This design comes from an exercise in tuning for small area and a short achievable clock period on the open sky130 flow, not from production work.
Where RTL was checked, it was by simulation tests only, not by an equivalence proof against the original.
No functional check of the RTL was part of run 2.
Power and IR drop assume default switching activity.

==> flow/design.v, too long to show whole: its modules and the start of the top module <==
// module efi_fa: 10 lines
// module efi_bsel: 10 lines
// module efi_bseln: 10 lines
// module efi_dot_product_accum: 1947 lines
// module efi_dot_product_accum_top: 27 lines
module efi_dot_product_accum_top (
   input  logic         clk0,
   input  logic         aclr0,
   input  logic         ena,
   input  logic         in_valid,
   input  logic         in_first,
   input  logic         in_last,
   input  logic [63:0]  ax,
   input  logic [63:0]  ay,
   output logic         out_valid,
   output logic [47:0]  result,
   output logic         out_overflow
);
  // ...
==> flow/flow/run.sh <==
#!/bin/bash
# The standard layout (the standard.sh, unchanged synthesis), with the
# port buffers that placement inserts made plain buf_2 cells instead of the
# delay buffers buffer_ports picks by default.
set -euo pipefail
export BUFFER_PORTS_ARGS="-buffer_cell sky130_fd_sc_hd__buf_2"
bash standard.sh > standard.log 2>&1
==> flow/standard.sh <==
#!/bin/bash
# synth_recipe.tcl (not shown) runs the flow's synth.tcl, then flattens the netlist and writes it again
# the make line also repeats each setting of config.mk as NAME=value (left out here)
make -C /OpenROAD-flow-scripts/flow DESIGN_CONFIG=/design/flow/config.mk WORK_HOME=/design/flow/orfs CLKGATE_MAP_FILE= SYNTH_SCRIPT=/design/flow/synth_recipe.tcl "${@:-finish}"
==> flow/config.mk <==
export PLATFORM = sky130hd
export DESIGN_NAME = efi_dot_product_accum_top
export DESIGN_NICKNAME = efi_dot_product_accum_top
export VERILOG_FILES = /design/flow/design.v
export SDC_FILE = /design/flow/constraint.sdc
export NUM_CORES = 4
export LEC_CHECK = 0
export ABC_AREA = 1
export CAP_MARGIN = 20
export CORE_MARGIN = 2
export CORE_UTILIZATION = 40
export CTS_BUF_LIST = sky130_fd_sc_hd__clkbuf_8
export SETUP_SLACK_MARGIN = 4.0
export SLEW_MARGIN = 20
export SYNTH_HIERARCHICAL = 1
==> flow/constraint.sdc <==
create_clock -name core_clock -period 7.5 [get_ports {clk0}]
set_input_delay 1.5000 -clock core_clock [delete_from_list [all_inputs] [get_ports {clk0}]]
set_output_delay 1.5000 -clock core_clock [all_outputs]
set_load 0.01 [all_outputs]
==> impl_metrics.ini, run 1 <==
[grt]
grt_util_met1 = 0.3368
grt_max_degree = 175
gr-usage-met2 = 0.3875

[cells_and_area]
buffers = 233
clock_area_frac = 0.03895
final-seq-area_um2 = 16760
layout-drive-gt1-share = 0.1011
nNetsFinal = 4887
regMostFlops = u_core.r1
clkbuf_count = 101
largestClassByArea = multi-input combinational cells

[hold_path]
worst_hold_path.endpoint = u_core.r2[64]$_DFFE_PP_
hold_path.startpoint = u_core.r1[196]$_DFFE_PP_

[floorplanning]
core_um2 = 109200
io_pins = 184

[setup_path]
cpMostUsedCell = fa_1
startpoint = u_core.bneg_s0[25]$_DFFE_PP_
reg2reg_setup_slack_ns = 4.00
crit_type = register to register
worst-path-max-fanout = 18
cp.arrival_ns = 3.98
slowest_stage = edfxtp_1

[routing]
wl_um = 145800
routed.top_layer = met5
drc = 0
routed-wl-met2_um = 63340

[status]
status = no timing/DRC/antenna violations

[synth]
synth_top_family_by_area = adder cells
synth-compound-area-share = 0.08829
synth_flop_cell = edfxtp_1
netlist.top_cell.by_area = edfxtp_1
synth_area_um2 = 44120
synth-adder-area-share = 0.2708

[power_and_ir_drop]
p_clk_frac = 0.117
finalPower_mw = 23.60
p_sw_frac = 0.4426
p_leak_nw = 20.44

[placement]
hpwl_um = 110900

[timing]
clock_skew_ns = 0.04323

[clock_tree]
post_cts_buffers = 0
insertion_delay_ns = 0.77
==> run 2: changes to the inputs <==
--- a/flow/design.v
+++ b/flow/design.v
@@ -1417,586 +1417,358 @@
    wire s934, c934;
    efi_fa u_fa934 (.a(s728), .b(c848), .c(c849), .s(s934), .co(c934));
    wire s935, c935;
    efi_fa u_fa935 (.a(s730), .b(c850), .c(c851), .s(s935), .co(c935));
    wire s936, c936;
    efi_fa u_fa936 (.a(c730), .b(s731), .c(c852), .s(s936), .co(c936));
    wire s937 = ~(c733 ^ c855);
    wire c938 = c733 | c855;
-   logic [196:0] r1;
-   wire [196:0] r1_d = {c938, s937, s855, c854, c936, s854, c853, s936, c935, s853, s852, s935, c934, s851, s850, s934, c933, c932, s849, s933, s932, c931, c930, s847, s931, s930, c929, c928, c927, s929, s928, s927, c926, c925, c924, s841, s926, s925, s924, c923, c922, c921, s837, s923, s922, s921, c920, c919, c918, s832, s920, s919, s918, c917, c916, c915, c914, s917, s916, s915, s914, c913, c912, c911, c910, s913, s912, s911, s910, c909, c908, c907, c906, s816, s815, s909, s908, s907, s906, c905, c904, c903, c902, c901, s905, s904, s903, s902, s901, c900, c899, c898, c897, c896, s804, s900, s899, s898, s897, s896, c895, c894, c893, c892, c891, s895, s894, s893, s892, s891, c890, c889, c888, c887, s789, s890, s889, s888, s887, c886, c885, c884, c883, s782, s781, s886, s885, s884, s883, c882, c881, c880, c879, s776, s882, s881, s880, s879, c878, c877, c876, c875, s878, s877, s876, s875, c874, c873, c872, s765, s764, s874, s873, s872, c871, c870, c869, s760, s871, s870, s869, c868, c867, c866, s868, s867, s866, c865, c864, s751, s750, s865, s864, c863, c862, s747, s863, s862, c861, s743, s742, s861, c860, c859, s860, s859, c858, s738, c736, s858, c857, s736, s857, c856, s856, s545, s734};
-   always_ff @(posedge clk0) if (ena) r1 <= r1_d;
-   wire s939 = r1[64] ^ r1[65];
-   wire c940 = r1[64] & r1[65];
-   wire s941 = r1[74] ^ r1[75];
-   wire c942 = r1[74] & r1[75];
-   wire s943 = r1[83] ^ r1[84];
-   wire c944 = r1[83] & r1[84];
+   wire s939, c939;
+   efi_fa u_fa939 (.a(s736), .b(c856), .c(s857), .s(s939), .co(c939));
+   wire s940, c940;
+   efi_fa u_fa940 (.a(c736), .b(s738), .c(s858), .s(s940), .co(c940));
+   wire s941, c941;
+   efi_fa u_fa941 (.a(c858), .b(s859), .c(s860), .s(s941), .co(c941));
+   wire s942, c942;
+   efi_fa u_fa942 (.a(c859), .b(s742), .c(s743), .s(s942), .co(c942));
+   wire s943, c943;
+   efi_fa u_fa943 (.a(s747), .b(c861), .c(s862), .s(s943), .co(c943));
+   wire s944, c944;
+   efi_fa u_fa944 (.a(s750), .b(s751), .c(c862), .s(s944), .co(c944));
    wire s945, c945;
-   efi_fa u_fa945 (.a(r1[92]), .b(r1[93]), .c(r1[94]), .s(s945), .co(c945));
-   wire s946 = r1[95] ^ r1[96];
-   wire c947 = r1[95] & r1[96];
+   efi_fa u_fa945 (.a(c863), .b(s864), .c(s865), .s(s945), .co(c945));
+   wire s946, c946;
+   efi_fa u_fa946 (.a(c864), .b(c865), .c(s866), .s(s946), .co(c946));
+   wire s947, c947;
+   efi_fa u_fa947 (.a(s760), .b(c866), .c(c867), .s(s947), .co(c947));
    wire s948, c948;
-   efi_fa u_fa948 (.a(r1[103]), .b(r1[104]), .c(r1[105]), .s(s948), .co(c948));
-   wire s949 = r1[106] ^ r1[107];
-   wire c950 = r1[106] & r1[107];
+   efi_fa u_fa948 (.a(s869), .b(c868), .c(s870), .s(s948), .co(c948));
+   wire s949, c949;
+   efi_fa u_fa949 (.a(s764), .b(s765), .c(c869), .s(s949), .co(c949));
+   wire s950, c950;
+   efi_fa u_fa950 (.a(c870), .b(s872), .c(c871), .s(s950), .co(c950));
    wire s951, c951;
-   efi_fa u_fa951 (.a(r1[113]), .b(r1[114]), .c(r1[115]), .s(s951), .co(c951));
+   efi_fa u_fa951 (.a(c872), .b(c873), .c(s875), .s(s951), .co(c951));
    wire s952, c952;
-   efi_fa u_fa952 (.a(r1[116]), .b(r1[117]), .c(r1[118]), .s(s952), .co(c952));
-   wire s953 = r1[124] ^ r1[125];
-   wire c954 = r1[124] & r1[125];
-   wire s955 = r1[33] ^ r1[34];
-   wire c956 = r1[33] & r1[34];
+   efi_fa u_fa952 (.a(c874), .b(s876), .c(s877), .s(s952), .co(c952));
+   wire s953, c953;
+   efi_fa u_fa953 (.a(s879), .b(s776), .c(c875), .s(s953), .co(c953));
+   wire s954, c954;
+   efi_fa u_fa954 (.a(c876), .b(c877), .c(s880), .s(s954), .co(c954));
+   wire s955, c955;
+   efi_fa u_fa955 (.a(c878), .b(s881), .c(s882), .s(s955), .co(c955));
+   wire s956, c956;
+   efi_fa u_fa956 (.a(c879), .b(s883), .c(s781), .s(s956), .co(c956));
    wire s957, c957;
-   efi_fa u_fa957 (.a(r1[40]), .b(r1[41]), .c(r1[42]), .s(s957), .co(c957));
-   wire s958 = r1[43] ^ r1[44];
-   wire c959 = r1[43] & r1[44];
+   efi_fa u_fa957 (.a(s782), .b(c880), .c(c881), .s(s957), .co(c957));
+   wire s958, c958;
+   efi_fa u_fa958 (.a(c882), .b(s884), .c(s885), .s(s958), .co(c958));
+   wire s959, c959;
+   efi_fa u_fa959 (.a(c883), .b(s789), .c(c884), .s(s959), .co(c959));
    wire s960, c960;
-   efi_fa u_fa960 (.a(r1[48]), .b(r1[49]), .c(r1[50]), .s(s960), .co(c960));
-   wire s961 = r1[51] ^ r1[52];
-   wire c962 = r1[51] & r1[52];
+   efi_fa u_fa960 (.a(c885), .b(s887), .c(c886), .s(s960), .co(c960));
+   wire s961, c961;
+   efi_fa u_fa961 (.a(s888), .b(s889), .c(s890), .s(s961), .co(c961));
+   wire s962, c962;
+   efi_fa u_fa962 (.a(c887), .b(c888), .c(c889), .s(s962), .co(c962));
    wire s963, c963;
-   efi_fa u_fa963 (.a(r1[55]), .b(r1[56]), .c(r1[57]), .s(s963), .co(c963));
+   efi_fa u_fa963 (.a(s891), .b(c890), .c(s892), .s(s963), .co(c963));
    wire s964, c964;
-   efi_fa u_fa964 (.a(r1[58]), .b(r1[59]), .c(r1[60]), .s(s964), .co(c964));
-   wire s965 = r1[61] ^ r1[62];
-   wire c966 = r1[61] & r1[62];
+   efi_fa u_fa964 (.a(s893), .b(s894), .c(s895), .s(s964), .co(c964));
+   wire s965, c965;
+   efi_fa u_fa965 (.a(s804), .b(c891), .c(c892), .s(s965), .co(c965));
+   wire s966, c966;
+   efi_fa u_fa966 (.a(c893), .b(s896), .c(c894), .s(s966), .co(c966));
    wire s967, c967;
-   efi_fa u_fa967 (.a(r1[66]), .b(r1[67]), .c(r1[68]), .s(s967), .co(c967));
+   efi_fa u_fa967 (.a(c895), .b(s897), .c(s898), .s(s967), .co(c967));
    wire s968, c968;
-   efi_fa u_fa968 (.a(r1[69]), .b(r1[70]), .c(r1[71]), .s(s968), .co(c968));
+   efi_fa u_fa968 (.a(c896), .b(c897), .c(c898), .s(s968), .co(c968));
    wire s969, c969;
-   efi_fa u_fa969 (.a(r1[72]), .b(r1[73]), .c(s939), .s(s969), .co(c969));
+   efi_fa u_fa969 (.a(c899), .b(s901), .c(s902), .s(s969), .co(c969));
    wire s970, c970;
-   efi_fa u_fa970 (.a(r1[76]), .b(r1[77]), .c(r1[78]), .s(s970), .co(c970));
+   efi_fa u_fa970 (.a(c900), .b(s903), .c(s904), .s(s970), .co(c970));
    wire s971, c971;
-   efi_fa u_fa971 (.a(r1[79]), .b(r1[80]), .c(r1[81]), .s(s971), .co(c971));
+   efi_fa u_fa971 (.a(s815), .b(s816), .c(c901), .s(s971), .co(c971));
    wire s972, c972;
-   efi_fa u_fa972 (.a(r1[82]), .b(c940), .c(s941), .s(s972), .co(c972));
+   efi_fa u_fa972 (.a(c902), .b(c903), .c(c904), .s(s972), .co(c972));
    wire s973, c973;
-   efi_fa u_fa973 (.a(r1[85]), .b(r1[86]), .c(r1[87]), .s(s973), .co(c973));
+   efi_fa u_fa973 (.a(s906), .b(c905), .c(s907), .s(s973), .co(c973));
    wire s974, c974;
-   efi_fa u_fa974 (.a(r1[88]), .b(r1[89]), .c(r1[90]), .s(s974), .co(c974));
+   efi_fa u_fa974 (.a(c906), .b(c907), .c(c908), .s(s974), .co(c974));
    wire s975, c975;
-   efi_fa u_fa975 (.a(r1[91]), .b(c942), .c(s943), .s(s975), .co(c975));
+   efi_fa u_fa975 (.a(s910), .b(c909), .c(s911), .s(s975), .co(c975));
    wire s976, c976;
-   efi_fa u_fa976 (.a(r1[97]), .b(r1[98]), .c(r1[99]), .s(s976), .co(c976));
+   efi_fa u_fa976 (.a(c910), .b(c911), .c(c912), .s(s976), .co(c976));
    wire s977, c977;
-   efi_fa u_fa977 (.a(r1[100]), .b(r1[101]), .c(r1[102]), .s(s977), .co(c977));
+   efi_fa u_fa977 (.a(s914), .b(c913), .c(s915), .s(s977), .co(c977));
    wire s978, c978;
-   efi_fa u_fa978 (.a(c944), .b(s946), .c(s945), .s(s978), .co(c978));
+   efi_fa u_fa978 (.a(s832), .b(c914), .c(c915), .s(s978), .co(c978));
    wire s979, c979;
-   efi_fa u_fa979 (.a(r1[108]), .b(r1[109]), .c(r1[110]), .s(s979), .co(c979));
+   efi_fa u_fa979 (.a(c916), .b(c917), .c(s918), .s(s979), .co(c979));
    wire s980, c980;
-   efi_fa u_fa980 (.a(r1[111]), .b(r1[112]), .c(c947), .s(s980), .co(c980));
+   efi_fa u_fa980 (.a(s837), .b(c918), .c(c919), .s(s980), .co(c980));
    wire s981, c981;
-   efi_fa u_fa981 (.a(s949), .b(c945), .c(s948), .s(s981), .co(c981));
+   efi_fa u_fa981 (.a(c920), .b(s921), .c(s922), .s(s981), .co(c981));
    wire s982, c982;
-   efi_fa u_fa982 (.a(r1[119]), .b(r1[120]), .c(r1[121]), .s(s982), .co(c982));
+   efi_fa u_fa982 (.a(s841), .b(c921), .c(c922), .s(s982), .co(c982));
    wire s983, c983;
-   efi_fa u_fa983 (.a(r1[122]), .b(r1[123]), .c(c950), .s(s983), .co(c983));
+   efi_fa u_fa983 (.a(s924), .b(c923), .c(s925), .s(s983), .co(c983));
    wire s984, c984;
-   efi_fa u_fa984 (.a(c948), .b(s951), .c(s952), .s(s984), .co(c984));
+   efi_fa u_fa984 (.a(c924), .b(c925), .c(s927), .s(s984), .co(c984));
    wire s985, c985;
-   efi_fa u_fa985 (.a(r1[126]), .b(r1[127]), .c(r1[128]), .s(s985), .co(c985));
+   efi_fa u_fa985 (.a(c926), .b(s928), .c(s929), .s(s985), .co(c985));
    wire s986, c986;
-   efi_fa u_fa986 (.a(r1[129]), .b(r1[130]), .c(r1[131]), .s(s986), .co(c986));
+   efi_fa u_fa986 (.a(s847), .b(c927), .c(c928), .s(s986), .co(c986));
    wire s987, c987;
-   efi_fa u_fa987 (.a(s953), .b(c951), .c(c952), .s(s987), .co(c987));
+   efi_fa u_fa987 (.a(s930), .b(c929), .c(s931), .s(s987), .co(c987));
    wire s988, c988;
-   efi_fa u_fa988 (.a(r1[132]), .b(r1[133]), .c(r1[134]), .s(s988), .co(c988));
+   efi_fa u_fa988 (.a(s849), .b(c930), .c(c931), .s(s988), .co(c988));
    wire s989, c989;
-   efi_fa u_fa989 (.a(r1[135]), .b(r1[136]), .c(r1[137]), .s(s989), .co(c989));
+   efi_fa u_fa989 (.a(s850), .b(s851), .c(c932), .s(s989), .co(c989));
    wire s990, c990;
-   efi_fa u_fa990 (.a(r1[138]), .b(r1[139]), .c(c954), .s(s990), .co(c990));
+   efi_fa u_fa990 (.a(s852), .b(s853), .c(c934), .s(s990), .co(c990));
    wire s991, c991;
-   efi_fa u_fa991 (.a(r1[140]), .b(r1[141]), .c(r1[142]), .s(s991), .co(c991));
+   efi_fa u_fa991 (.a(c853), .b(s854), .c(c935), .s(s991), .co(c991));
    wire s992, c992;
-   efi_fa u_fa992 (.a(r1[143]), .b(r1[144]), .c(r1[145]), .s(s992), .co(c992));
-   wire s993 = r1[146] ^ r1[147];
-   wire c994 = r1[146] & r1[147];
-   wire s995, c995;
-   efi_fa u_fa995 (.a(r1[148]), .b(r1[149]), .c(r1[150]), .s(s995), .co(c995));
-   wire s996, c996;
-   efi_fa u_fa996 (.a(r1[151]), .b(r1[152]), .c(r1[153]), .s(s996), .co(c996));
-   wire s997, c997;
-   efi_fa u_fa997 (.a(r1[155]), .b(r1[156]), .c(r1[157]), .s(s997), .co(c997));
-   wire s998 = r1[158] ^ r1[159];
-   wire c999 = r1[158] & r1[159];
-   wire s1000, c1000;
-   efi_fa u_fa1000 (.a(r1[162]), .b(r1[163]), .c(r1[164]), .s(s1000), .co(c1000));
-   wire s1001 = r1[168] ^ r1[169];
-   wire c1002 = r1[168] & r1[169];
-   wire s1003 = r1[13] ^ r1[14];
-   wire c1004 = r1[13] & r1[14];
-   wire s1005 = r1[18] ^ r1[19];
-   wire c1006 = r1[18] & r1[19];
+   efi_fa u_fa992 (.a(c854), .b(s855), .c(c936), .s(s992), .co(c992));
+   logic [142:0] r1;
+   wire [142:0] r1_d = {c938, s937, c992, s992, c991, s936, s991, c990, s935, s990, c989, s934, c933, s989, c988, s933, s932, s988, c987, c986, s987, s986, c985, c984, s985, s984, c983, c982, s926, s983, s982, c981, c980, s923, s981, s980, c979, c978, s920, s919, s979, s978, c977, c976, s917, s916, s977, s976, c975, c974, s913, s912, s975, s974, c973, c972, c971, s909, s908, s973, s972, s971, c970, c969, c968, s905, s970, s969, s968, c967, c966, c965, s900, s899, s967, s966, s965, c964, c963, c962, s964, s963, s962, c961, c960, c959, s961, s960, s959, c958, c957, c956, s886, s958, s957, s956, c955, c954, c953, s955, s954, s953, c952, c951, s878, s952, s951, c950, c949, s874, s873, s950, s949, c948, c947, s871, s948, s947, c946, s868, s867, s946, c945, c944, s945, s944, c943, s863, s943, c942, s861, c860, s942, c941, s941, c940, c857, s940, c939, s939, s856, s545, s734};
+   always_ff @(posedge clk0) if (ena) r1 <= r1_d;
+   wire s993 = r1[44] ^ r1[45];
+   wire c994 = r1[44] & r1[45];
+   wire s995 = r1[51] ^ r1[52];
+   wire c996 = r1[51] & r1[52];
+   wire s997 = r1[57] ^ r1[58];
+   wire c998 = r1[57] & r1[58];
+   wire s999, c999;
+   efi_fa u_fa999 (.a(r1[63]), .b(r1[64]), .c(r1[65]), .s(s999), .co(c999));
+   wire s1000 = r1[66] ^ r1[67];
+   wire c1001 = r1[66] & r1[67];
+   wire s1002, c1002;
+   efi_fa u_fa1002 (.a(r1[71]), .b(r1[72]), .c(r1[73]), .s(s1002), .co(c1002));
+   wire s1003 = r1[74] ^ r1[75];
+   wire c1004 = r1[74] & r1[75];
+   wire s1005, c1005;
+   efi_fa u_fa1005 (.a(r1[78]), .b(r1[79]), .c(r1[80]), .s(s1005), .co(c1005));
+   wire s1006, c1006;
+   efi_fa u_fa1006 (.a(r1[81]), .b(r1[82]), .c(r1[83]), .s(s1006), .co(c1006));
    wire s1007, c1007;
-   efi_fa u_fa1007 (.a(r1[22]), .b(r1[23]), .c(r1[24]), .s(s1007), .co(c1007));
-   wire s1008 = r1[25] ^ r1[26];
-   wire c1009 = r1[25] & r1[26];
+   efi_fa u_fa1007 (.a(r1[86]), .b(r1[87]), .c(r1[88]), .s(s1007), .co(c1007));
+   wire s1008 = r1[89] ^ r1[90];
+   wire c1009 = r1[89] & r1[90];
    wire s1010, c1010;
-   efi_fa u_fa1010 (.a(r1[28]), .b(r1[29]), .c(r1[30]), .s(s1010), .co(c1010));
-   wire s1011 = r1[31] ^ r1[32];
-   wire c1012 = r1[31] & r1[32];
-   wire s1013, c1013;
-   efi_fa u_fa1013 (.a(r1[35]), .b(r1[36]), .c(r1[37]), .s(s1013), .co(c1013));
-   wire s1014, c1014;
-   efi_fa u_fa1014 (.a(r1[38]), .b(r1[39]), .c(s955), .s(s1014), .co(c1014));
-   wire s1015, c1015;
-   efi_fa u_fa1015 (.a(r1[45]), .b(r1[46]), .c(r1[47]), .s(s1015), .co(c1015));
-   wire s1016, c1016;
-   efi_fa u_fa1016 (.a(c956), .b(s958), .c(s957), .s(s1016), .co(c1016));
+   efi_fa u_fa1010 (.a(r1[93]), .b(r1[94]), .c(r1[95]), .s(s1010), .co(c1010));
+   wire s1011 = r1[99] ^ r1[100];
+   wire c1012 = r1[99] & r1[100];
+   wire s1013 = r1[19] ^ r1[20];
+   wire c1014 = r1[19] & r1[20];
+   wire s1015 = r1[24] ^ r1[25];
+   wire c1016 = r1[24] & r1[25];
    wire s1017, c1017;
-   efi_fa u_fa1017 (.a(r1[53]), .b(r1[54]), .c(c959), .s(s1017), .co(c1017));
-   wire s1018, c1018;
-   efi_fa u_fa1018 (.a(s961), .b(c957), .c(s960), .s(s1018), .co(c1018));
-   wire s1019, c1019;
-   efi_fa u_fa1019 (.a(r1[63]), .b(c962), .c(s965), .s(s1019), .co(c1019));
+   efi_fa u_fa1017 (.a(r1[28]), .b(r1[29]), .c(r1[30]), .s(s1017), .co(c1017));
+   wire s1018 = r1[31] ^ r1[32];
+   wire c1019 = r1[31] & r1[32];
    wire s1020, c1020;
-   efi_fa u_fa1020 (.a(c960), .b(s963), .c(s964), .s(s1020), .co(c1020));
-   wire s1021, c1021;
-   efi_fa u_fa1021 (.a(c966), .b(c963), .c(c964), .s(s1021), .co(c1021));
-   wire s1022, c1022;
-   efi_fa u_fa1022 (.a(s967), .b(s968), .c(s969), .s(s1022), .co(c1022));
+   efi_fa u_fa1020 (.a(r1[34]), .b(r1[35]), .c(r1[36]), .s(s1020), .co(c1020));
+   wire s1021 = r1[37] ^ r1[38];
+   wire c1022 = r1[37] & r1[38];
    wire s1023, c1023;
-   efi_fa u_fa1023 (.a(c967), .b(c968), .c(s970), .s(s1023), .co(c1023));
-   wire s1024, c1024;
-   efi_fa u_fa1024 (.a(s971), .b(c969), .c(s972), .s(s1024), .co(c1024));
-   wire s1025, c1025;
-   efi_fa u_fa1025 (.a(c970), .b(c971), .c(s973), .s(s1025), .co(c1025));
+   efi_fa u_fa1023 (.a(r1[39]), .b(r1[40]), .c(r1[41]), .s(s1023), .co(c1023));
+   wire s1024 = r1[42] ^ r1[43];
+   wire c1025 = r1[42] & r1[43];
    wire s1026, c1026;
-   efi_fa u_fa1026 (.a(s974), .b(c972), .c(s975), .s(s1026), .co(c1026));
+   efi_fa u_fa1026 (.a(r1[46]), .b(r1[47]), .c(r1[48]), .s(s1026), .co(c1026));
    wire s1027, c1027;
-   efi_fa u_fa1027 (.a(c973), .b(c974), .c(s976), .s(s1027), .co(c1027));
+   efi_fa u_fa1027 (.a(r1[49]), .b(r1[50]), .c(s993), .s(s1027), .co(c1027));
    wire s1028, c1028;
-   efi_fa u_fa1028 (.a(s977), .b(c975), .c(s978), .s(s1028), .co(c1028));
+   efi_fa u_fa1028 (.a(r1[53]), .b(r1[54]), .c(r1[55]), .s(s1028), .co(c1028));
    wire s1029, c1029;
-   efi_fa u_fa1029 (.a(c976), .b(c977), .c(s979), .s(s1029), .co(c1029));
+   efi_fa u_fa1029 (.a(r1[56]), .b(c994), .c(s995), .s(s1029), .co(c1029));
    wire s1030, c1030;
-   efi_fa u_fa1030 (.a(s980), .b(c978), .c(s981), .s(s1030), .co(c1030));
+   efi_fa u_fa1030 (.a(r1[59]), .b(r1[60]), .c(r1[61]), .s(s1030), .co(c1030));
    wire s1031, c1031;
-   efi_fa u_fa1031 (.a(c979), .b(s982), .c(c980), .s(s1031), .co(c1031));
+   efi_fa u_fa1031 (.a(r1[62]), .b(c996), .c(s997), .s(s1031), .co(c1031));
    wire s1032, c1032;
-   efi_fa u_fa1032 (.a(s983), .b(c981), .c(s984), .s(s1032), .co(c1032));
+   efi_fa u_fa1032 (.a(r1[68]), .b(r1[69]), .c(r1[70]), .s(s1032), .co(c1032));
    wire s1033, c1033;
-   efi_fa u_fa1033 (.a(c982), .b(s985), .c(s986), .s(s1033), .co(c1033));
+   efi_fa u_fa1033 (.a(c998), .b(s1000), .c(s999), .s(s1033), .co(c1033));
    wire s1034, c1034;
-   efi_fa u_fa1034 (.a(c983), .b(c984), .c(s987), .s(s1034), .co(c1034));
+   efi_fa u_fa1034 (.a(r1[76]), .b(r1[77]), .c(c1001), .s(s1034), .co(c1034));
    wire s1035, c1035;
-   efi_fa u_fa1035 (.a(c985), .b(c986), .c(s988), .s(s1035), .co(c1035));
+   efi_fa u_fa1035 (.a(s1003), .b(c999), .c(s1002), .s(s1035), .co(c1035));
    wire s1036, c1036;
-   efi_fa u_fa1036 (.a(s989), .b(s990), .c(c987), .s(s1036), .co(c1036));
+   efi_fa u_fa1036 (.a(r1[84]), .b(r1[85]), .c(c1004), .s(s1036), .co(c1036));
    wire s1037, c1037;
-   efi_fa u_fa1037 (.a(s993), .b(c988), .c(c989), .s(s1037), .co(c1037));
+   efi_fa u_fa1037 (.a(c1002), .b(s1005), .c(s1006), .s(s1037), .co(c1037));
    wire s1038, c1038;
-   efi_fa u_fa1038 (.a(s991), .b(s992), .c(c990), .s(s1038), .co(c1038));
+   efi_fa u_fa1038 (.a(r1[91]), .b(r1[92]), .c(s1008), .s(s1038), .co(c1038));
    wire s1039, c1039;
-   efi_fa u_fa1039 (.a(r1[154]), .b(c994), .c(c991), .s(s1039), .co(c1039));
+   efi_fa u_fa1039 (.a(c1005), .b(c1006), .c(s1007), .s(s1039), .co(c1039));
    wire s1040, c1040;
-   efi_fa u_fa1040 (.a(c992), .b(s995), .c(s996), .s(s1040), .co(c1040));
+   efi_fa u_fa1040 (.a(r1[96]), .b(r1[97]), .c(r1[98]), .s(s1040), .co(c1040));
    wire s1041, c1041;
-   efi_fa u_fa1041 (.a(r1[160]), .b(r1[161]), .c(s998), .s(s1041), .co(c1041));
+   efi_fa u_fa1041 (.a(c1009), .b(c1007), .c(s1010), .s(s1041), .co(c1041));
    wire s1042, c1042;
-   efi_fa u_fa1042 (.a(c995), .b(c996), .c(s997), .s(s1042), .co(c1042));
+   efi_fa u_fa1042 (.a(r1[101]), .b(r1[102]), .c(r1[103]), .s(s1042), .co(c1042));
    wire s1043, c1043;
-   efi_fa u_fa1043 (.a(r1[165]), .b(r1[166]), .c(r1[167]), .s(s1043), .co(c1043));
+   efi_fa u_fa1043 (.a(r1[104]), .b(s1011), .c(c1010), .s(s1043), .co(c1043));
    wire s1044, c1044;
-   efi_fa u_fa1044 (.a(c999), .b(c997), .c(s1000), .s(s1044), .co(c1044));
+   efi_fa u_fa1044 (.a(r1[105]), .b(r1[106]), .c(r1[107]), .s(s1044), .co(c1044));
    wire s1045, c1045;
-   efi_fa u_fa1045 (.a(r1[170]), .b(r1[171]), .c(r1[172]), .s(s1045), .co(c1045));
+   efi_fa u_fa1045 (.a(r1[108]), .b(r1[109]), .c(c1012), .s(s1045), .co(c1045));
    wire s1046, c1046;
-   efi_fa u_fa1046 (.a(r1[173]), .b(s1001), .c(c1000), .s(s1046), .co(c1046));
-   wire s1047, c1047;
-   efi_fa u_fa1047 (.a(r1[174]), .b(r1[175]), .c(r1[176]), .s(s1047), .co(c1047));
-   wire s1048, c1048;
-   efi_fa u_fa1048 (.a(r1[177]), .b(r1[178]), .c(c1002), .s(s1048), .co(c1048));
+   efi_fa u_fa1046 (.a(r1[110]), .b(r1[111]), .c(r1[112]), .s(s1046), .co(c1046));
+   wire s1047 = r1[113] ^ r1[114];
+   wire c1048 = r1[113] & r1[114];
    wire s1049, c1049;
-   efi_fa u_fa1049 (.a(r1[179]), .b(r1[180]), .c(r1[181]), .s(s1049), .co(c1049));
-   wire s1050 = r1[182] ^ r1[183];
-   wire c1051 = r1[182] & r1[183];
+   efi_fa u_fa1049 (.a(r1[115]), .b(r1[116]), .c(r1[117]), .s(s1049), .co(c1049));
+   wire s1050 = r1[119] ^ r1[120];
+   wire c1051 = r1[119] & r1[120];
    wire s1052, c1052;
-   efi_fa u_fa1052 (.a(r1[184]), .b(r1[185]), .c(r1[186]), .s(s1052), .co(c1052));
-   wire s1053 = r1[188] ^ r1[189];
-   wire c1054 = r1[188] & r1[189];
-   wire s1055 = r1[6] ^ r1[7];
-   wire c1056 = r1[6] & r1[7];
-   wire s1057 = r1[10] ^ r1[11];
-   wire c1058 = r1[10] & r1[11];
-   wire s1059, c1059;
-   efi_fa u_fa1059 (.a(r1[15]), .b(r1[16]), .c(r1[17]), .s(s1059), .co(c1059));
-   wire s1060, c1060;
-   efi_fa u_fa1060 (.a(r1[20]), .b(r1[21]), .c(c1004), .s(s1060), .co(c1060));
+   efi_fa u_fa1052 (.a(r1[123]), .b(r1[124]), .c(r1[125]), .s(s1052), .co(c1052));
+   wire s1053 = r1[128] ^ r1[129];
+   wire c1054 = r1[128] & r1[129];
+   wire s1055 = r1[9] ^ r1[10];
+   wire c1056 = r1[9] & r1[10];
+   wire s1057 = r1[13] ^ r1[14];
+   wire c1058 = r1[13] & r1[14];
+   wire s1059 = r1[16] ^ r1[17];
+   wire c1060 = r1[16] & r1[17];
    wire s1061, c1061;
-   efi_fa u_fa1061 (.a(r1[27]), .b(c1006), .c(s1008), .s(s1061), .co(c1061));
+   efi_fa u_fa1061 (.a(r1[21]), .b(r1[22]), .c(r1[23]), .s(s1061), .co(c1061));
    wire s1062, c1062;
-   efi_fa u_fa1062 (.a(c1009), .b(s1011), .c(c1007), .s(s1062), .co(c1062));
+   efi_fa u_fa1062 (.a(r1[26]), .b(r1[27]), .c(c1014), .s(s1062), .co(c1062));
    wire s1063, c1063;
-   efi_fa u_fa1063 (.a(c1012), .b(c1010), .c(s1013), .s(s1063), .co(c1063));
+   efi_fa u_fa1063 (.a(r1[33]), .b(c1016), .c(s1018), .s(s1063), .co(c1063));
    wire s1064, c1064;
-   efi_fa u_fa1064 (.a(c1013), .b(s1015), .c(c1014), .s(s1064), .co(c1064));
+   efi_fa u_fa1064 (.a(c1019), .b(s1021), .c(c1017), .s(s1064), .co(c1064));
    wire s1065, c1065;
-   efi_fa u_fa1065 (.a(c1015), .b(s1017), .c(c1016), .s(s1065), .co(c1065));
+   efi_fa u_fa1065 (.a(c1022), .b(s1024), .c(c1020), .s(s1065), .co(c1065));
    wire s1066, c1066;
-   efi_fa u_fa1066 (.a(c1017), .b(s1019), .c(c1018), .s(s1066), .co(c1066));
+   efi_fa u_fa1066 (.a(c1025), .b(c1023), .c(s1026), .s(s1066), .co(c1066));
    wire s1067, c1067;
-   efi_fa u_fa1067 (.a(c1019), .b(c1020), .c(s1021), .s(s1067), .co(c1067));
+   efi_fa u_fa1067 (.a(c1026), .b(s1028), .c(c1027), .s(s1067), .co(c1067));
    wire s1068, c1068;
-   efi_fa u_fa1068 (.a(c1021), .b(s1023), .c(c1022), .s(s1068), .co(c1068));
+   efi_fa u_fa1068 (.a(c1028), .b(s1030), .c(c1029), .s(s1068), .co(c1068));
    wire s1069, c1069;
-   efi_fa u_fa1069 (.a(c1023), .b(s1025), .c(c1024), .s(s1069), .co(c1069));
+   efi_fa u_fa1069 (.a(c1030), .b(s1032), .c(c1031), .s(s1069), .co(c1069));
    wire s1070, c1070;
-   efi_fa u_fa1070 (.a(c1025), .b(s1027), .c(c1026), .s(s1070), .co(c1070));
+   efi_fa u_fa1070 (.a(c1032), .b(s1034), .c(c1033), .s(s1070), .co(c1070));
    wire s1071, c1071;
-   efi_fa u_fa1071 (.a(c1027), .b(s1029), .c(c1028), .s(s1071), .co(c1071));
+   efi_fa u_fa1071 (.a(c1034), .b(s1036), .c(c1035), .s(s1071), .co(c1071));
    wire s1072, c1072;
-   efi_fa u_fa1072 (.a(c1029), .b(s1031), .c(c1030), .s(s1072), .co(c1072));
+   efi_fa u_fa1072 (.a(c1036), .b(s1038), .c(c1037), .s(s1072), .co(c1072));
    wire s1073, c1073;
-   efi_fa u_fa1073 (.a(s1033), .b(c1031), .c(c1032), .s(s1073), .co(c1073));
+   efi_fa u_fa1073 (.a(s1040), .b(c1038), .c(c1039), .s(s1073), .co(c1073));
    wire s1074, c1074;
-   efi_fa u_fa1074 (.a(c1033), .b(s1035), .c(c1034), .s(s1074), .co(c1074));
+   efi_fa u_fa1074 (.a(c1040), .b(s1042), .c(c1041), .s(s1074), .co(c1074));
    wire s1075, c1075;
-   efi_fa u_fa1075 (.a(c1035), .b(s1037), .c(s1038), .s(s1075), .co(c1075));
+   efi_fa u_fa1075 (.a(c1042), .b(s1044), .c(s1045), .s(s1075), .co(c1075));
    wire s1076, c1076;
-   efi_fa u_fa1076 (.a(c1037), .b(s1039), .c(s1040), .s(s1076), .co(c1076));
+   efi_fa u_fa1076 (.a(s1047), .b(c1044), .c(s1046), .s(s1076), .co(c1076));
    wire s1077, c1077;
-   efi_fa u_fa1077 (.a(s1041), .b(c1039), .c(c1040), .s(s1077), .co(c1077));
+   efi_fa u_fa1077 (.a(r1[118]), .b(c1048), .c(c1046), .s(s1077), .co(c1077));
    wire s1078, c1078;
-   efi_fa u_fa1078 (.a(s1043), .b(c1041), .c(c1042), .s(s1078), .co(c1078));
+   efi_fa u_fa1078 (.a(r1[121]), .b(r1[122]), .c(s1050), .s(s1078), .co(c1078));
    wire s1079, c1079;
-   efi_fa u_fa1079 (.a(c1043), .b(s1045), .c(c1044), .s(s1079), .co(c1079));
+   efi_fa u_fa1079 (.a(r1[126]), .b(r1[127]), .c(c1051), .s(s1079), .co(c1079));
    wire s1080, c1080;
-   efi_fa u_fa1080 (.a(c1045), .b(s1047), .c(s1048), .s(s1080), .co(c1080));
+   efi_fa u_fa1080 (.a(r1[130]), .b(r1[131]), .c(s1053), .s(s1080), .co(c1080));
    wire s1081, c1081;
-   efi_fa u_fa1081 (.a(s1050), .b(c1047), .c(s1049), .s(s1081), .co(c1081));
-   wire s1082, c1082;
-   efi_fa u_fa1082 (.a(r1[187]), .b(c1051), .c(c1049), .s(s1082), .co(c1082));
-   wire s1083, c1083;
-   efi_fa u_fa1083 (.a(r1[190]), .b(r1[191]), .c(s1053), .s(s1083), .co(c1083));
-   wire s1084, c1084;
-   efi_fa u_fa1084 (.a(r1[192]), .b(r1[193]), .c(r1[194]), .s(s1084), .co(c1084));
-   wire s1085 = r1[3] ^ r1[4];
-   wire c1086 = r1[3] & r1[4];
-   wire s1087, c1087;
-   efi_fa u_fa1087 (.a(r1[8]), .b(r1[9]), .c(s1055), .s(s1087), .co(c1087));
+   efi_fa u_fa1081 (.a(r1[132]), .b(r1[133]), .c(r1[134]), .s(s1081), .co(c1081));
+   wire s1082 = r1[135] ^ r1[136];
+   wire c1083 = r1[135] & r1[136];
+   wire s1084 = r1[4] ^ r1[5];
+   wire c1085 = r1[4] & r1[5];
+   wire s1086 = r1[7] ^ r1[8];
+   wire c1087 = r1[7] & r1[8];
    wire s1088, c1088;
-   efi_fa u_fa1088 (.a(r1[12]), .b(c1056), .c(s1057), .s(s1088), .co(c1088));
+   efi_fa u_fa1088 (.a(r1[11]), .b(r1[12]), .c(s1055), .s(s1088), .co(c1088));
    wire s1089, c1089;
-   efi_fa u_fa1089 (.a(c1058), .b(s1003), .c(s1059), .s(s1089), .co(c1089));
+   efi_fa u_fa1089 (.a(r1[15]), .b(c1056), .c(s1057), .s(s1089), .co(c1089));
    wire s1090, c1090;
-   efi_fa u_fa1090 (.a(s1005), .b(c1059), .c(s1060), .s(s1090), .co(c1090));
+   efi_fa u_fa1090 (.a(r1[18]), .b(c1058), .c(s1059), .s(s1090), .co(c1090));
    wire s1091, c1091;
-   efi_fa u_fa1091 (.a(s1007), .b(c1060), .c(s1061), .s(s1091), .co(c1091));
+   efi_fa u_fa1091 (.a(c1060), .b(s1013), .c(s1061), .s(s1091), .co(c1091));
    wire s1092, c1092;
-   efi_fa u_fa1092 (.a(s1010), .b(c1061), .c(s1062), .s(s1092), .co(c1092));
+   efi_fa u_fa1092 (.a(s1015), .b(c1061), .c(s1062), .s(s1092), .co(c1092));
    wire s1093, c1093;
-   efi_fa u_fa1093 (.a(s1014), .b(c1062), .c(s1063), .s(s1093), .co(c1093));
+   efi_fa u_fa1093 (.a(s1017), .b(c1062), .c(s1063), .s(s1093), .co(c1093));
    wire s1094, c1094;
-   efi_fa u_fa1094 (.a(c1063), .b(s1016), .c(s1064), .s(s1094), .co(c1094));
+   efi_fa u_fa1094 (.a(s1020), .b(c1063), .c(s1064), .s(s1094), .co(c1094));
    wire s1095, c1095;
-   efi_fa u_fa1095 (.a(s1018), .b(c1064), .c(s1065), .s(s1095), .co(c1095));
+   efi_fa u_fa1095 (.a(s1023), .b(c1064), .c(s1065), .s(s1095), .co(c1095));
    wire s1096, c1096;
-   efi_fa u_fa1096 (.a(s1020), .b(c1065), .c(s1066), .s(s1096), .co(c1096));
+   efi_fa u_fa1096 (.a(s1027), .b(c1065), .c(s1066), .s(s1096), .co(c1096));
    wire s1097, c1097;
-   efi_fa u_fa1097 (.a(s1022), .b(c1066), .c(s1067), .s(s1097), .co(c1097));
+   efi_fa u_fa1097 (.a(s1029), .b(c1066), .c(s1067), .s(s1097), .co(c1097));
    wire s1098, c1098;
-   efi_fa u_fa1098 (.a(s1024), .b(c1067), .c(s1068), .s(s1098), .co(c1098));
+   efi_fa u_fa1098 (.a(s1031), .b(c1067), .c(s1068), .s(s1098), .co(c1098));
    wire s1099, c1099;
-   efi_fa u_fa1099 (.a(s1026), .b(c1068), .c(s1069), .s(s1099), .co(c1099));
+   efi_fa u_fa1099 (.a(s1033), .b(c1068), .c(s1069), .s(s1099), .co(c1099));
    wire s1100, c1100;
-   efi_fa u_fa1100 (.a(s1028), .b(c1069), .c(s1070), .s(s1100), .co(c1100));
+   efi_fa u_fa1100 (.a(s1035), .b(c1069), .c(s1070), .s(s1100), .co(c1100));
    wire s1101, c1101;
-   efi_fa u_fa1101 (.a(s1030), .b(c1070), .c(s1071), .s(s1101), .co(c1101));
+   efi_fa u_fa1101 (.a(s1037), .b(c1070), .c(s1071), .s(s1101), .co(c1101));
    wire s1102, c1102;
-   efi_fa u_fa1102 (.a(s1032), .b(c1071), .c(s1072), .s(s1102), .co(c1102));
+   efi_fa u_fa1102 (.a(s1039), .b(c1071), .c(s1072), .s(s1102), .co(c1102));
    wire s1103, c1103;
-   efi_fa u_fa1103 (.a(s1034), .b(c1072), .c(s1073), .s(s1103), .co(c1103));
+   efi_fa u_fa1103 (.a(s1041), .b(c1072), .c(s1073), .s(s1103), .co(c1103));
    wire s1104, c1104;
-   efi_fa u_fa1104 (.a(s1036), .b(c1073), .c(s1074), .s(s1104), .co(c1104));
+   efi_fa u_fa1104 (.a(s1043), .b(c1073), .c(s1074), .s(s1104), .co(c1104));
    wire s1105, c1105;
-   efi_fa u_fa1105 (.a(c1036), .b(s1075), .c(c1074), .s(s1105), .co(c1105));
+   efi_fa u_fa1105 (.a(c1043), .b(s1075), .c(c1074), .s(s1105), .co(c1105));
    wire s1106, c1106;
-   efi_fa u_fa1106 (.a(c1038), .b(s1076), .c(c1075), .s(s1106), .co(c1106));
+   efi_fa u_fa1106 (.a(c1045), .b(s1076), .c(c1075), .s(s1106), .co(c1106));
    wire s1107, c1107;
-   efi_fa u_fa1107 (.a(s1042), .b(c1076), .c(s1077), .s(s1107), .co(c1107));
+   efi_fa u_fa1107 (.a(s1049), .b(c1076), .c(s1077), .s(s1107), .co(c1107));
    wire s1108, c1108;
-   efi_fa u_fa1108 (.a(s1044), .b(c1077), .c(s1078), .s(s1108), .co(c1108));
+   efi_fa u_fa1108 (.a(c1049), .b(s1078), .c(c1077), .s(s1108), .co(c1108));
    wire s1109, c1109;
-   efi_fa u_fa1109 (.a(s1046), .b(c1078), .c(s1079), .s(s1109), .co(c1109));
+   efi_fa u_fa1109 (.a(s1052), .b(s1079), .c(c1078), .s(s1109), .co(c1109));
    wire s1110, c1110;
-   efi_fa u_fa1110 (.a(c1046), .b(s1080), .c(c1079), .s(s1110), .co(c1110));
+   efi_fa u_fa1110 (.a(c1052), .b(c1079), .c(s1080), .s(s1110), .co(c1110));
    wire s1111, c1111;
-   efi_fa u_fa1111 (.a(c1048), .b(s1081), .c(c1080), .s(s1111), .co(c1111));
+   efi_fa u_fa1111 (.a(c1054), .b(s1081), .c(c1080), .s(s1111), .co(c1111));
    wire s1112, c1112;
-   efi_fa u_fa1112 (.a(s1052), .b(c1081), .c(s1082), .s(s1112), .co(c1112));
+   efi_fa u_fa1112 (.a(r1[137]), .b(s1082), .c(c1081), .s(s1112), .co(c1112));
    wire s1113, c1113;
-   efi_fa u_fa1113 (.a(c1052), .b(s1083), .c(c1082), .s(s1113), .co(c1113));
-   wire s1114, c1114;
-   efi_fa u_fa1114 (.a(c1054), .b(s1084), .c(c1083), .s(s1114), .co(c1114));
-   wire s1115 = r1[195] ^ c1084;
-   wire c1116 = r1[195] & c1084;
-   logic [64:0] r2;
-   wire [64:0] r2_d = {r1[196], c1116, s1115, c1114, s1114, c1113, s1113, c1112, s1112, c1111, s1111, c1110, s1110, c1109, s1109, c1108, s1108, c1107, s1107, c1106, s1106, c1105, s1105, c1104, s1104, c1103, s1103, c1102, s1102, c1101, s1101, c1100, s1100, c1099, s1099, c1098, s1098, c1097, s1097, c1096, s1096, c1095, s1095, c1094, s1094, c1093, s1093, c1092, s1092, c1091, s1091, c1090, s1090, c1089, s1089, c1088, s1088, c1087, s1087, c1086, r1[5], s1085, r1[2], r1[1], r1[0]};
+   efi_fa u_fa1113 (.a(r1[138]), .b(r1[139]), .c(c1083), .s(s1113), .co(c1113));
+   wire s1114 = r1[140] ^ r1[141];
+   wire c1115 = r1[140] & r1[141];
+   logic [63:0] r2;
+   wire [63:0] r2_d = {r1[142], c1115, s1114, c1113, s1113, c1112, s1112, c1111, s1111, c1110, s1110, c1109, s1109, c1108, s1108, c1107, s1107, c1106, s1106, c1105, s1105, c1104, s1104, c1103, s1103, c1102, s1102, c1101, s1101, c1100, s1100, c1099, s1099, c1098, s1098, c1097, s1097, c1096, s1096, c1095, s1095, c1094, s1094, c1093, s1093, c1092, s1092, c1091, s1091, c1090, s1090, c1089, s1089, c1088, s1088, c1087, s1086, c1085, r1[6], s1084, r1[3], r1[2], r1[1], r1[0]};
    always_ff @(posedge clk0) if (ena) r2 <= r2_d;
-   wire [33:0] csa3 = {1'b1, r2[63], r2[61], r2[59], r2[57], r2[55], r2[53], r2[51], r2[49], r2[47], r2[45], r2[43], r2[41], r2[39], r2[37], r2[35], r2[33], r2[31], r2[29], r2[27], r2[25], r2[23], r2[21], r2[19], r2[17], r2[15], r2[13], r2[11], r2[9], r2[7], r2[5], r2[3], r2[2], r2[0]};
-   wire [33:0] csb3 = {1'b0, r2[64], r2[62], r2[60], r2[58], r2[56], r2[54], r2[52], r2[50], r2[48], r2[46], r2[44], r2[42], r2[40], r2[38], r2[36], r2[34], r2[32], r2[30], r2[28], r2[26], r2[24], r2[22], r2[20], r2[18], r2[16], r2[14], r2[12], r2[10], r2[8], r2[6], r2[4], 1'b0, r2[1]};
+   wire [33:0] csa3 = {1'b1, r2[62], r2[60], r2[58], r2[56], r2[54], r2[52], r2[50], r2[48], r2[46], r2[44], r2[42], r2[40], r2[38], r2[36], r2[34], r2[32], r2[30], r2[28], r2[26], r2[24], r2[22], r2[20], r2[18], r2[16], r2[14], r2[12], r2[10], r2[8], r2[6], r2[4], r2[3], r2[2], r2[0]};
+   wire [33:0] csb3 = {1'b0, r2[63], r2[61], r2[59], r2[57], r2[55], r2[53], r2[51], r2[49], r2[47], r2[45], r2[43], r2[41], r2[39], r2[37], r2[35], r2[33], r2[31], r2[29], r2[27], r2[25], r2[23], r2[21], r2[19], r2[17], r2[15], r2[13], r2[11], r2[9], r2[7], r2[5], 1'b0, 1'b0, r2[1]};
    wire [33:0] sum_w3;
-   wire g1117 = csa3[0] & csb3[0];
-   wire g1118 = csa3[1] & csb3[1];
-   wire g1119 = csa3[2] & csb3[2];
-   wire g1120 = csa3[3] & csb3[3];
-   wire g1121 = csa3[4] & csb3[4];
-   wire g1122 = csa3[5] & csb3[5];
-   wire g1123 = csa3[6] & csb3[6];
-   wire g1124 = csa3[7] & csb3[7];
-   wire g1125 = csa3[8] & csb3[8];
-   wire g1126 = csa3[9] & csb3[9];
-   wire g1127 = csa3[10] & csb3[10];
-   wire g1128 = csa3[11] & csb3[11];
-   wire g1129 = csa3[12] & csb3[12];
-   wire g1130 = csa3[13] & csb3[13];
-   wire g1131 = csa3[14] & csb3[14];
-   wire g1132 = csa3[15] & csb3[15];
-   wire g1133 = csa3[16] & csb3[16];
-   wire g1134 = csa3[17] & csb3[17];
-   wire g1135 = csa3[18] & csb3[18];
-   wire g1136 = csa3[19] & csb3[19];
-   wire g1137 = csa3[20] & csb3[20];
-   wire g1138 = csa3[21] & csb3[21];
-   wire g1139 = csa3[22] & csb3[22];
-   wire g1140 = csa3[23] & csb3[23];
-   wire g1141 = csa3[24] & csb3[24];
-   wire g1142 = csa3[25] & csb3[25];
-   wire g1143 = csa3[26] & csb3[26];
-   wire g1144 = csa3[27] & csb3[27];
-   wire g1145 = csa3[28] & csb3[28];
-   wire g1146 = csa3[29] & csb3[29];
-   wire g1147 = csa3[30] & csb3[30];
-   wire g1148 = csa3[31] & csb3[31];
-   wire g1149 = csa3[32] & csb3[32];
-   wire g1150 = csa3[33] & csb3[33];
-   wire h1151 = csa3[0] ^ csb3[0];
-   wire h1152 = csa3[1] ^ csb3[1];
-   wire h1153 = csa3[2] ^ csb3[2];
-   wire h1154 = csa3[3] ^ csb3[3];
-   wire h1155 = csa3[4] ^ csb3[4];
-   wire h1156 = csa3[5] ^ csb3[5];
-   wire h1157 = csa3[6] ^ csb3[6];
-   wire h1158 = csa3[7] ^ csb3[7];
-   wire h1159 = csa3[8] ^ csb3[8];
-   wire h1160 = csa3[9] ^ csb3[9];
-   wire h1161 = csa3[10] ^ csb3[10];
-   wire h1162 = csa3[11] ^ csb3[11];
-   wire h1163 = csa3[12] ^ csb3[12];
-   wire h1164 = csa3[13] ^ csb3[13];
-   wire h1165 = csa3[14] ^ csb3[14];
-   wire h1166 = csa3[15] ^ csb3[15];
-   wire h1167 = csa3[16] ^ csb3[16];
-   wire h1168 = csa3[17] ^ csb3[17];
-   wire h1169 = csa3[18] ^ csb3[18];
-   wire h1170 = csa3[19] ^ csb3[19];
-   wire h1171 = csa3[20] ^ csb3[20];
-   wire h1172 = csa3[21] ^ csb3[21];
-   wire h1173 = csa3[22] ^ csb3[22];
-   wire h1174 = csa3[23] ^ csb3[23];
-   wire h1175 = csa3[24] ^ csb3[24];
-   wire h1176 = csa3[25] ^ csb3[25];
-   wire h1177 = csa3[26] ^ csb3[26];
-   wire h1178 = csa3[27] ^ csb3[27];
-   wire h1179 = csa3[28] ^ csb3[28];
-   wire h1180 = csa3[29] ^ csb3[29];
-   wire h1181 = csa3[30] ^ csb3[30];
-   wire h1182 = csa3[31] ^ csb3[31];
-   wire h1183 = csa3[32] ^ csb3[32];
-   wire h1184 = csa3[33] ^ csb3[33];
-   wire g1185 = g1118 | (h1152 & g1117);
-   wire q1186 = h1152 & h1151;
-   wire g1187 = g1120 | (h1154 & g1119);
-   wire q1188 = h1154 & h1153;
-   wire g1189 = g1122 | (h1156 & g1121);
-   wire q1190 = h1156 & h1155;
-   wire g1191 = g1124 | (h1158 & g1123);
-   wire q1192 = h1158 & h1157;
-   wire g1193 = g1126 | (h1160 & g1125);
-   wire q1194 = h1160 & h1159;
-   wire g1195 = g1128 | (h1162 & g1127);
-   wire q1196 = h1162 & h1161;
-   wire g1197 = g1130 | (h1164 & g1129);
-   wire q1198 = h1164 & h1163;
-   wire g1199 = g1132 | (h1166 & g1131);
-   wire q1200 = h1166 & h1165;
-   wire g1201 = g1134 | (h1168 & g1133);
-   wire q1202 = h1168 & h1167;
-   wire g1203 = g1136 | (h1170 & g1135);
-   wire q1204 = h1170 & h1169;
-   wire g1205 = g1138 | (h1172 & g1137);
-   wire q1206 = h1172 & h1171;
-   wire g1207 = g1140 | (h1174 & g1139);
-   wire q1208 = h1174 & h1173;
-   wire g1209 = g1142 | (h1176 & g1141);
-   wire q1210 = h1176 & h1175;
-   wire g1211 = g1144 | (h1178 & g1143);
-   wire q1212 = h1178 & h1177;
-   wire g1213 = g1146 | (h1180 & g1145);
-   wire q1214 = h1180 & h1179;
-   wire g1215 = g1148 | (h1182 & g1147);
-   wire q1216 = h1182 & h1181;
-   wire g1217 = g1150 | (h1184 & g1149);
-   wire q1218 = h1184 & h1183;
-   wire g1219 = g1187 | (q1188 & g1185);
-   wire q1220 = q1188 & q1186;
-   wire g1221 = g1191 | (q1192 & g1189);
-   wire q1222 = q1192 & q1190;
-   wire g1223 = g1195 | (q1196 & g1193);
-   wire q1224 = q1196 & q1194;
-   wire g1225 = g1199 | (q1200 & g1197);
-   wire q1226 = q1200 & q1198;
-   wire g1227 = g1203 | (q1204 & g1201);
-   wire q1228 = q1204 & q1202;
-   wire g1229 = g1207 | (q1208 & g1205);
-   wire q1230 = q1208 & q1206;
-   wire g1231 = g1211 | (q1212 & g1209);
-   wire q1232 = q1212 & q1210;
-   wire g1233 = g1215 | (q1216 & g1213);
-   wire q1234 = q1216 & q1214;
-   wire g1235 = g1221 | (q1222 & g1219);
-   wire q1236 = q1222 & q1220;
-   wire g1237 = g1225 | (q1226 & g1223);
-   wire q1238 = q1226 & q1224;
-   wire g1239 = g1229 | (q1230 & g1227);
-   wire q1240 = q1230 & q1228;
-   wire g1241 = g1233 | (q1234 & g1231);
-   wire q1242 = q1234 & q1232;
-   wire g1243 = g1237 | (q1238 & g1235);
-   wire q1244 = q1238 & q1236;
-   wire g1245 = g1241 | (q1242 & g1239);
-   wire q1246 = q1242 & q1240;
-   wire g1247 = g1245 | (q1246 & g1243);
-   wire q1248 = q1246 & q1244;
-   wire g1249 = g1239 | (q1240 & g1243);
-   wire q1250 = q1240 & q1244;
-   wire g1251 = g1223 | (q1224 & g1235);
-   wire q1252 = q1224 & q1236;
-   wire g1253 = g1227 | (q1228 & g1243);
-   wire q1254 = q1228 & q1244;
-   wire g1255 = g1231 | (q1232 & g1249);
-   wire q1256 = q1232 & q1250;
-   wire g1257 = g1189 | (q1190 & g1219);
-   wire q1258 = q1190 & q1220;
-   wire g1259 = g1193 | (q1194 & g1235);
-   wire q1260 = q1194 & q1236;
-   wire g1261 = g1197 | (q1198 & g1251);
-   wire q1262 = q1198 & q1252;
-   wire g1263 = g1201 | (q1202 & g1243);
-   wire q1264 = q1202 & q1244;
-   wire g1265 = g1205 | (q1206 & g1253);
-   wire q1266 = q1206 & q1254;
-   wire g1267 = g1209 | (q1210 & g1249);
-   wire q1268 = q1210 & q1250;
-   wire g1269 = g1213 | (q1214 & g1255);
-   wire q1270 = q1214 & q1256;
-   wire g1271 = g1217 | (q1218 & g1247);
-   wire q1272 = q1218 & q1248;
-   wire g1273 = g1119 | (h1153 & g1185);
-   wire q1274 = h1153 & q1186;
-   wire g1275 = g1121 | (h1155 & g1219);
-   wire q1276 = h1155 & q1220;
-   wire g1277 = g1123 | (h1157 & g1257);
-   wire q1278 = h1157 & q1258;
-   wire g1279 = g1125 | (h1159 & g1235);
-   wire q1280 = h1159 & q1236;
-   wire g1281 = g1127 | (h1161 & g1259);
-   wire q1282 = h1161 & q1260;
-   wire g1283 = g1129 | (h1163 & g1251);
-   wire q1284 = h1163 & q1252;
-   wire g1285 = g1131 | (h1165 & g1261);
-   wire q1286 = h1165 & q1262;
-   wire g1287 = g1133 | (h1167 & g1243);
-   wire q1288 = h1167 & q1244;
-   wire g1289 = g1135 | (h1169 & g1263);
-   wire q1290 = h1169 & q1264;
-   wire g1291 = g1137 | (h1171 & g1253);
-   wire q1292 = h1171 & q1254;
-   wire g1293 = g1139 | (h1173 & g1265);
-   wire q1294 = h1173 & q1266;
-   wire g1295 = g1141 | (h1175 & g1249);
-   wire q1296 = h1175 & q1250;
-   wire g1297 = g1143 | (h1177 & g1267);
-   wire q1298 = h1177 & q1268;
-   wire g1299 = g1145 | (h1179 & g1255);
-   wire q1300 = h1179 & q1256;
-   wire g1301 = g1147 | (h1181 & g1269);
-   wire q1302 = h1181 & q1270;
-   wire g1303 = g1149 | (h1183 & g1247);
-   wire q1304 = h1183 & q1248;
-   wire z1305 = h1152 ^ g1117;
-   wire z1306 = h1153 ^ g1185;
-   wire z1307 = h1154 ^ g1273;
-   wire z1308 = h1155 ^ g1219;
-   wire z1309 = h1156 ^ g1275;
-   wire z1310 = h1157 ^ g1257;
-   wire z1311 = h1158 ^ g1277;
-   wire z1312 = h1159 ^ g1235;
-   wire z1313 = h1160 ^ g1279;
-   wire z1314 = h1161 ^ g1259;
-   wire z1315 = h1162 ^ g1281;
-   wire z1316 = h1163 ^ g1251;
-   wire z1317 = h1164 ^ g1283;
-   wire z1318 = h1165 ^ g1261;
-   wire z1319 = h1166 ^ g1285;
-   wire z1320 = h1167 ^ g1243;
-   wire z1321 = h1168 ^ g1287;
-   wire z1322 = h1169 ^ g1263;
-   wire z1323 = h1170 ^ g1289;
-   wire z1324 = h1171 ^ g1253;
-   wire z1325 = h1172 ^ g1291;
-   wire z1326 = h1173 ^ g1265;
-   wire z1327 = h1174 ^ g1293;
-   wire z1328 = h1175 ^ g1249;
-   wire z1329 = h1176 ^ g1295;
-   wire z1330 = h1177 ^ g1267;
-   wire z1331 = h1178 ^ g1297;
-   wire z1332 = h1179 ^ g1255;
-   wire z1333 = h1180 ^ g1299;
-   wire z1334 = h1181 ^ g1269;
-   wire z1335 = h1182 ^ g1301;
-   wire z1336 = h1183 ^ g1247;
-   wire z1337 = h1184 ^ g1303;
-   assign sum_w3 = {z1337, z1336, z1335, z1334, z1333, z1332, z1331, z1330, z1329, z1328, z1327, z1326, z1325, z1324, z1323, z1322, z1321, z1320, z1319, z1318, z1317, z1316, z1315, z1314, z1313, z1312, z1311, z1310, z1309, z1308, z1307, z1306, z1305, h1151};
+   assign sum_w3 = csa3 + csb3;
    logic [33:0] r3;
    always_ff @(posedge clk0) if (ena) r3 <= sum_w3;
-   logic        acc_clr;
-   logic        bz;
-   always_ff @(posedge clk0 or posedge aclr0) begin
-      if (aclr0) bz <= 1'b1;
-      else if (ena) bz <= sb[2][1] | (acc_clr & ~sb[3][2]);
-   end
    logic [47:0] acc;
    logic        grp_ovf;
    wire         v_a = sb[3][2];
    wire         f_a = sb[3][1];
    wire         l_a = sb[3][0];
-   wire [47:0]  acc_base = bz ? 48'd0 : acc;
+   wire [47:0]  acc_base = f_a ? 48'd0 : acc;
    wire [47:0]  addend   = {{14{r3[33]}}, r3};
    wire [47:0]  acc_next = acc_base + addend;
    wire         add_ovf  = (acc_base[47] == addend[47]) & (acc_next[47] != acc_base[47]);
    wire         ovf_next = (~f_a & grp_ovf) | add_ovf;
-   always_ff @(posedge clk0) if (ena & v_a) acc <= acc_next;
    always_ff @(posedge clk0 or posedge aclr0) begin
       if (aclr0) begin
-         acc_clr      <= 1'b1;
+         acc          <= '0;
          grp_ovf      <= 1'b0;
          out_valid    <= 1'b0;
          result       <= '0;
          out_overflow <= 1'b0;
       end else if (ena) begin
          if (v_a) begin
-            acc_clr <= 1'b0;
+            acc     <= acc_next;
             grp_ovf <= ovf_next;
          end
          out_valid <= v_a & l_a;
          if (v_a & l_a) begin
             result       <= acc_next;
             out_overflow <= ovf_next;
          end
       end
==> flow/run.sh (new file) <==
#!/bin/bash
# synth_recipe.tcl (not shown) runs the flow's synth.tcl, then flattens the netlist and writes it again
# the make line also repeats each setting of config.mk as NAME=value (left out here)
make -C /OpenROAD-flow-scripts/flow DESIGN_CONFIG=/design/flow/config.mk WORK_HOME=/design/flow/orfs CLKGATE_MAP_FILE= SYNTH_SCRIPT=/design/flow/synth_recipe.tcl finish
==> flow/config.mk (replaced) <==
export PLATFORM = sky130hd
export DESIGN_NAME = efi_dot_product_accum_top
export DESIGN_NICKNAME = efi_dot_product_accum_top
export VERILOG_FILES = /design/flow/design.v
export SDC_FILE = /design/flow/constraint.sdc
export NUM_CORES = 4
export LEC_CHECK = 0
export ABC_AREA = 1
export CAP_MARGIN = 20
export CORE_MARGIN = 2
export CORE_UTILIZATION = 40
export SETUP_SLACK_MARGIN = 4.3
export SLEW_MARGIN = 20
export SYNTH_HIERARCHICAL = 1
removed: flow/flow/run.sh
removed: flow/standard.sh
==> run 2 against run 1 <==
Hold slack better by 0.0046 ns. Maximum frequency fell by 2.0%. Register-to-register slack lost 0.07 ns. Sequential share of layout area shrank 8.4 points. Synthesized cell count increased by 4.5%. Sequential cell count is 57 lower. Design area is 16% higher. Final cell count increased by 8.7%. Critical path type unchanged. Largest cell class unchanged.
==> impl_metrics.ini, run 2 <==
[grt]
antenna_found_initial = 2
grt_remaining_overflow = 0
grt_pass1_wl_um = 230400
first_global_vias = 35030
grt_max_degree = 160
grt.total_usage = 0.2835

[synth]
ys_seq_area_frac = 0.3433
synth_flop_cell = edfxtp_1
syn_area_per_cell_um2 = 10.36
ys_seq_elements = 512
synth_top_area_frac = 0.2790
synthTopCellsByCount = nand2_1, xor2_1, fa_1
netlist_instances = 4167
async_flop_share = 0.2168
synth_cell_types = 46
yosysMostFrequentCell = nand2_1
ys_warn_count = 8
netlist.top_cell.by_area = edfxtp_1
synth.area.top_cells = edfxtp_1, fa_1, xor2_1
synth_area_um2 = 43160
synth_edf_count = 401
syn_nets = 4923

[timing]
final.period_utilization = 0.4762
rsz0062_at_grt = yes
slew_headroom = 0.2490
finalCriticalPeriod_ns = 3.572
tightest_slew_ns = 1.123
holdWs_ns = 0.4196
setup_tns_ns = 0
setup_viol = 0
drv_slew = 0
fmax_mhz = 280.0
hold_viol = 0
clock_skew_ns = 0.06077

[routing]
drc = 0
drt-wirelength-per-cell_um = 26.22
drtAntennaViolNets = 0
drtIter0Drc = 3405
wl_um = 161700
viasPerCell = 5.609
dr.pass1.iters = 8
num_vias = 34590

[floorplanning]
die_w_um = 332.5
io_pins = 184
core_um2 = 107100
die-area_um2 = 110600
die_y_um = 332.5
rows = 120
start_util = 0.4032

[cells_and_area]
largest_reg_flops = 143
layout-drive-gt1-share = 0.2836
final-seq-area_um2 = 14820
area_growth_pct = 30.63
regMostFlops = u_core.r1
layout_commonest_cell = nand2_1
nFillCells = 9223
stdcell_count = 6167
nNetsFinal = 5472
multiInputGateArea_um2 = 28380
final_cell_mix = nand2_1, xor2_1, edfxtp_1, buf_4, o22ai_1
reg_top3 = u_core.r1 (143), u_core.ax_s0 (64), u_core.r2 (64)

[setup_path]
worst-path-max-fanout = 6
cp.arrival_ns = 4.00
cp-end-kind = register
reg2reg_setup_slack_ns = 3.93
cp-start-kind = register
crit_required_ns = 7.93
crit_type = register to register

[clock_tree]
htreeDepth = 2
clk_pin_slew_ns = 0.06
cts_buffer_depth = 3
cts_hold_buf = 0
cts_tree = yes
insertion_delay_ns = 0.70
clkSinkCount = 512
cts_buffers = 57
cts-root-buf = clkbuf_16

[placement]
port_buffers = 183
dp.cells = 5557
routabilityCongestion = 1.005
hpwl_um = 116000

[power_and_ir_drop]
finalPower_mw = 27.08
powerDensity_nw_per_um2 = 480.3
p_leak_nw = 22.51
ir_worst_vdd_mv = 0.3104

[run]
drv_cap = 0

[status]
status = no timing/DRC/antenna violations

[hold_path]
hold_class = register to register
[run 2: changes by cell type after synthesis, moves of 24 or more]
cell / previous run / this run
dfrtp_1: 63 / 111
edfxtp_1: 504 / 401
nand2_1: 510 / 574
nand3_1: 69 / 109
nor2_1: 197 / 221
o21ai_0: 66 / 112
[run 2: repair_timing]
action	in CTS	in global routing
endpoints found under the setup margin	185	241
resized for setup	436	329
pin swaps	119	205
gates cloned	12	3
buffers inserted	418	70
[run 2: kinds of logic after synthesis]
family	synth area share
multiplexers	0.007826
AO/OA/AOI/OAI	0.1033
XOR/XNOR	0.1191
flip-flops	0.3433
AND/OR/NAND/NOR	0.09743
adder cells (fa/ha/maj)	0.2695
buffers and inverters	0.05954
[run 2: worst paths after layout]
kind	from	to	cells past startpoint
min in group asynchronous	aclr0	u_core.grp_ovf$_DFFE_PP0P_	3
setup / recovery	u_core.bone_s0[0]$_DFFE_PP_	u_core.r1[8]$_DFFE_PP_	8
max in group asynchronous	aclr0	u_core.acc[8]$_DFFE_PP0P_	4
hold reg to reg	u_core.r1[2]$_DFFE_PP_	u_core.r2[2]$_DFFE_PP_	0
setup reg to reg	u_core.bone_s0[0]$_DFFE_PP_	u_core.r1[8]$_DFFE_PP_	8
hold / removal	u_core.r1[2]$_DFFE_PP_	u_core.r2[2]$_DFFE_PP_	0
[run 2: power breakdown]
part | switching (mW) | internal (mW) | total (mW)
combinational | 10.6 | 7.61 | 18.2
sequential | 0.532 | 5.38 | 5.91
clock | 1.24 | 1.76 | 2.99
total | 12.3 | 14.7 | 27.1
[run 2: cell type report]
| cell class | count | share of cell area |
|---|---|---|
| timing repair buffer | 692 | 0.1263 |
| tap | 1403 | 0.03113 |
| sequential | 512 | 0.2628 |
| multi-input combinational | 2986 | 0.5033 |
| clock inverter | 37 | 0.007855 |
| timing repair inverter | 13 | 0.001686 |
| inverter | 454 | 0.03872 |
| clock buffer | 69 | 0.02814 |
| antenna | 1 | 0.00004438 |
[run 2: stage by stage]
step	util	cell area, µm²	setup slack [ns]
final	0.5267	56380	3.928
after CTS	0.5051	54070	4.032
after detailed placement	0.4303	46070	2.967
after floorplan	-	43350	4.301
after global routing	0.5267	56380	3.859
after global placement	0.4303	46070	3.097
[run 2: worst max-delay path, cell delays in order (launching register included)]
cell        delay [ns]
edfxtp_1          0.37
buf_4             0.15
clkinvlp_4        0.20
o22ai_2           0.29
xor2_2            0.31
fa_2              0.53
fa_1              0.52
fa_1              0.54
fa_2              0.43
[run 2: modules after synthesis, one instance, submodules excluded, excerpt]
| module | copies in the design | flip-flops and latches | cell area [µm²] | cells inside |
|---|---|---|---|---|
| efi_fa | 512 | 0 | 20.02 | 1 |
| efi_dot_product_accum | 1 | 512 | 32910 | 3655 |
[run 2: layer usage]
layer / vias up / GRT usage / share of wire
met1: 16980 / 0.3469 / 0.37
met5: - / 0 / 0
li1: 15000 / - / -
met3: 581 / 0.04483 / 0.085
met2: 2037 / 0.4690 / 0.46
met4: 0 / 0.1783 / 0.086

-- afterwards: timing with drivers on the ports --
The flow's constraints put no driver on any port. The routed layouts listed below were extracted and timed again, unchanged, in two steps.
Step 1 sets driving cells, clkbuf_16 on the clock port and buf_2 on the other inputs (assumed; they add their load-dependent delay and slew).
Step 2 moves the port delays by t, midway between the first and last clock arrival at a register: inputs arrive t later, outputs are due t later. That takes back most of the time a late clock gives input paths.
Three values: no drivers, after step 1, after step 2; two values: the first two.
run | shift t [ns] | slack for setup (ns) | worst setup path after step 2 | worst slew at a driven data input, ns | pins driven straight from the clock port
run 1 | 0.825 | 3.999 / 3.999 / 3.581 | input to register | 0.08 | 1
run 2 | 0.744 | 3.928 / 3.928 / 3.736 | input to register | 0.06 | 1
After both steps setup and hold are still met in every run listed. The setup slack of run 1, which loses most, moves by 0.000 ns with the drivers and by -0.418 ns with both steps.
